Source: an optimization exercise on an open RTL-to-GDS flow (aim: small area). Production flows keep margins and buffers that such runs may drop. In this exercise RTL edits were held to simulation tests only and were not proved equivalent to the original. Power figures rest on the tool's default switching activity, not on a simulated workload.

==> run a <==
Design phong_sphere_pixel_shader, start of the top module:
module phong_sphere_pixel_shader #(
	parameter int COORD_BITS    = 11,
	parameter int SHININESS_MAX = 255
) (
	input  logic                         clk,
	input  logic                         arst_n,
	input  logic                         pixel_in_valid,
	output logic                         pixel_in_ready,
	input  logic signed [COORD_BITS-1:0] pixel_in_pixel_x,
	input  logic signed [COORD_BITS-1:0] pixel_in_pixel_y,
	input  logic signed [15:0]           pixel_in_light_pos_x,
	input  logic signed [15:0]           pixel_in_light_pos_y,
	input  logic signed [15:0]           pixel_in_light_pos_z,
	input  logic [15:0]                  pixel_in_light_red,
	input  logic [15:0]                  pixel_in_light_green,
	input  logic [15:0]                  pixel_in_light_blue,
	input  logic                         pixel_in_light_is_directional,
	input  logic                         pixel_in_last_light,
	output logic                         shade_out_valid,
	input  logic                         shade_out_ready,
	output logic [15:0]                  shade_out_red,
	output logic [15:0]                  shade_out_green,
	output logic [15:0]                  shade_out_blue,
	output logic                         shade_out_outside_sphere,
	input  logic                         cfg_valid,
	output logic                         cfg_ready,
	input  logic [2:0]                   cfg_index,
	input  logic [47:0]                  cfg_data
);
==> module pss_iter_unit, before the edit <==
module pss_iter_unit (
	input  logic [34:0] x,
	input  logic [34:0] y,
	input  logic        sub,
	input  logic        cin,
	output logic [34:0] s
);
	localparam int NG = 9;		 
	logic [35:0] yy, p, g;
	logic [35:0] c;
	logic [NG:0] gc;
	logic [NG-1:0] gg, gp;
	assign yy = {1'b0, sub ? ~y : y};
	assign p  = {1'b0, x} ^ yy;
	assign g  = {1'b0, x} & yy;
	assign gc[0] = sub ^ cin;
	for (genvar j = 0; j < NG; j++) begin : g_grp
		assign gg[j] = g[4*j+3] | (p[4*j+3] & g[4*j+2]) | (p[4*j+3] & p[4*j+2] & g[4*j+1]) |
			(p[4*j+3] & p[4*j+2] & p[4*j+1] & g[4*j]);
		assign gp[j] = p[4*j+3] & p[4*j+2] & p[4*j+1] & p[4*j];
		assign gc[j+1] = gg[j] | (gp[j] & gc[j]);
		assign c[4*j]   = gc[j];
		assign c[4*j+1] = g[4*j]   | (p[4*j]   & c[4*j]);
		assign c[4*j+2] = g[4*j+1] | (p[4*j+1] & c[4*j+1]);
		assign c[4*j+3] = g[4*j+2] | (p[4*j+2] & c[4*j+2]);
	end
	assign s = p[34:0] ^ c[34:0];
endmodule
export LEC_CHECK = 0
export ABC_AREA = 1
export CAP_MARGIN = 20
export CORE_MARGIN = 2
export CORE_UTILIZATION = 35
export SLEW_MARGIN = 20
create_clock -name core_clock -period 14.0 [get_ports {clk}]
standard.sh (not shown) runs the stock make flow with config.mk's settings and CLKGATE_MAP_FILE= SYNTH_SCRIPT=/design/flow/synth_recipe.tcl, a recipe that flattens the netlist after the stock synthesis.
==> flow/flow/run.sh <==
#!/bin/bash
# The standard layout (the standard.sh: unchanged synthesis, floorplan, power grid,
# placement and routing) with knobs the standard flow reads from the environment:
#  - the port buffers use the smallest buffer cell (buf_1);
#  - the clock tree is built from clkbuf_2 cells, clustered 12 sinks a buffer, without
#    dummy loads.
# All tool output of the make run goes to flow_standard.log in this folder; ORFS also
# keeps each step's own log under orfs/logs.
set -euo pipefail
export BUFFER_PORTS_ARGS="-buffer_cell sky130_fd_sc_hd__buf_1"
export CTS_ARGS="-sink_clustering_enable -repair_clock_nets -dont_use_dummy_load -buf_list sky130_fd_sc_hd__clkbuf_2 -sink_clustering_size 12"
bash standard.sh > flow_standard.log 2>&1
==> inputs of run b, as changes to run a <==
==> flow/flow/run.sh (replaced) <==
#!/bin/bash
# The standard layout (the standard.sh, unchanged synthesis, floorplan, power grid,
# placement and routing), with two knobs the standard flow exposes through the
# environment: the port buffers use the smallest buffer cell, and the clock tree is
# built without dummy loads. Every tool's output goes to flow_standard.log here.
set -euo pipefail
export BUFFER_PORTS_ARGS="-buffer_cell sky130_fd_sc_hd__buf_1"
export CTS_ARGS="-sink_clustering_enable -repair_clock_nets -dont_use_dummy_load -buf_list sky130_fd_sc_hd__clkbuf_4 -sink_clustering_size 20"
bash standard.sh > flow_standard.log 2>&1
Settings changed: ABC_AREA 1 to default.
==> inputs of run c, as changes to run a <==
--- a/flow/design.v
+++ b/flow/design.v
@@ -6,24 +6,12 @@
 	output logic [34:0] s
 );
-	localparam int NG = 9;		 
-	logic [35:0] yy, p, g;
 	logic [35:0] c;
-	logic [NG:0] gc;
-	logic [NG-1:0] gg, gp;
-	assign yy = {1'b0, sub ? ~y : y};
-	assign p  = {1'b0, x} ^ yy;
-	assign g  = {1'b0, x} & yy;
-	assign gc[0] = sub ^ cin;
-	for (genvar j = 0; j < NG; j++) begin : g_grp
-		assign gg[j] = g[4*j+3] | (p[4*j+3] & g[4*j+2]) | (p[4*j+3] & p[4*j+2] & g[4*j+1]) |
-			(p[4*j+3] & p[4*j+2] & p[4*j+1] & g[4*j]);
-		assign gp[j] = p[4*j+3] & p[4*j+2] & p[4*j+1] & p[4*j];
-		assign gc[j+1] = gg[j] | (gp[j] & gc[j]);
-		assign c[4*j]   = gc[j];
-		assign c[4*j+1] = g[4*j]   | (p[4*j]   & c[4*j]);
-		assign c[4*j+2] = g[4*j+1] | (p[4*j+1] & c[4*j+1]);
-		assign c[4*j+3] = g[4*j+2] | (p[4*j+2] & c[4*j+2]);
+	logic [34:0] yy;
+	assign yy   = sub ? ~y : y;
+	assign c[0] = sub ^ cin;
+	for (genvar i = 0; i < 35; i++) begin : g_fa
+		assign s[i]   = x[i] ^ yy[i] ^ c[i];
+		assign c[i+1] = (x[i] & yy[i]) | (c[i] & (x[i] ^ yy[i]));
 	end
-	assign s = p[34:0] ^ c[34:0];
 endmodule
 module phong_sphere_pixel_shader #(
==> flow/run.sh (new file) <==
#!/bin/bash
# synth_recipe.tcl (not shown) runs the flow's synth.tcl, then flattens the netlist and writes it again
# the make line also repeats each setting of config.mk as NAME=value (left out here)
make -C /OpenROAD-flow-scripts/flow DESIGN_CONFIG=/design/flow/config.mk WORK_HOME=/design/flow/orfs CLKGATE_MAP_FILE= SYNTH_SCRIPT=/design/flow/synth_recipe.tcl finish
Settings changed: ABC_AREA 1 to default.
removed: flow/flow/run.sh
removed: flow/standard.sh
==> inputs of run d, as changes to run a <==
==> flow/run.sh (new file) <==
#!/bin/bash
# synth_recipe.tcl (not shown) runs the flow's synth.tcl, then flattens the netlist and writes it again
# the make line also repeats each setting of config.mk as NAME=value (left out here)
make -C /OpenROAD-flow-scripts/flow DESIGN_CONFIG=/design/flow/config.mk WORK_HOME=/design/flow/orfs CLKGATE_MAP_FILE= SYNTH_SCRIPT=/design/flow/synth_recipe.tcl finish
Settings changed: ABC_AREA 1 to default.
removed: flow/flow/run.sh
removed: flow/standard.sh
==> flow_summary.rst <==
.. list-table::
   :header-rows: 1

   * - Metric
     - Value
   * - Buffers inserted during post-CTS setup optimization
     - 2
   * - Post-layout worst setup margin
     - -3.452 ns
   * - Wire length on met1
     - 41290 um
   * - Sequential logic power
     - ~1.4 mW
   * - Worst Path Class, Setup
     - in2reg
   * - Final setup violation count
     - 22
   * - Checks failing in the layout checks
     - negative setup slack
   * - Layout Utilization
     - around 49%
   * - Outcome
     - complete, but fails checks
the above is filed under run c

==> flow_summary.rst <==
.. list-table::
   :header-rows: 1

   * - Metric
     - Value
   * - Outcome
     - no timing/DRC/antenna violations
   * - Buffers inserted during post-CTS setup optimization
     - 0
   * - Wire length on met1
     - ~34000 um
   * - Cts bufs inserted
     - between 100 and 150
   * - Final setup violation count
     - 0
   * - Worst Path Class, Setup
     - in2reg
   * - Cell internal power dissipation
     - between 1.5 and 2 mW
   * - Sequential logic power
     - about 1.4 mW
   * - Antenna cells
     - 1
the above is filed under run b

==> flow_summary.rst <==
.. list-table::
   :header-rows: 1

   * - Metric
     - Value
   * - Outcome
     - no timing/DRC/antenna violations
   * - Wire length on met1
     - between 30000 and 40000 um
   * - Buffers inserted during post-CTS setup optimization
     - 0
   * - Sequential logic power
     - 1.37 mW
   * - Total number of multi-input combinational cells
     - 1576
   * - Area Overhead vs Synth
     - 10.55%
   * - Layout Utilization
     - between 30% and 40%
   * - Post-layout worst setup margin
     - about 5.1 ns
   * - RSZ-0062 raised after global routing
     - false
the above is filed under run a

==> flow_summary.rst <==
.. list-table::
   :header-rows: 1

   * - Metric
     - Value
   * - Endpoint of the worst-slack reg-to-reg timing path
     - LEN[0]
   * - Worst Path Class, Setup
     - in2reg
   * - Wire length on met1
     - 34030 um
   * - Highest Signal Layer
     - met5
   * - Buffers inserted during post-CTS setup optimization
     - 0
   * - Sequential logic power
     - about 1.4 mW
   * - Post-layout worst setup margin
     - around 4.2 ns
   * - Layout Utilization
     - around 43%
   * - Outcome
     - no timing/DRC/antenna violations
   * - Reg-to-reg startpoint
     - k[0]
the above is filed under run d

## static timing again, ports no longer ideal
Ports are ideal in the flow. The routed layouts listed here were re-timed in OpenROAD.
Step 1 sets driving cells, clkbuf_16 on the clock port and buf_2 on the other inputs (assumed; they add their load-dependent delay and slew).
Step 2, shift: input delay + t, output delay - t, t = (earliest + latest rising clock arrival at the registers) / 2. This alone moves slack from input paths to output paths.
Three values: no drivers, after step 1, after step 2; two values: the first two.
run	t (ns)	slack for setup (ns)	latest minus earliest clock arrival (ns)
run a	1.123	5.097 / 5.097 / 4.449	0.160 / 0.161
run b	0.903	4.780 / 4.805 / 3.908	0.113 / 0.113
run c	0.649	-3.452 / -3.418 / -4.067	0.054 / 0.054
run d	0.668	4.177 / 4.217 / 3.549	0.028 / 0.028
For run b, which loses most, drivers alone change the setup slack by +0.025 ns; drivers and shift together by -0.872 ns.
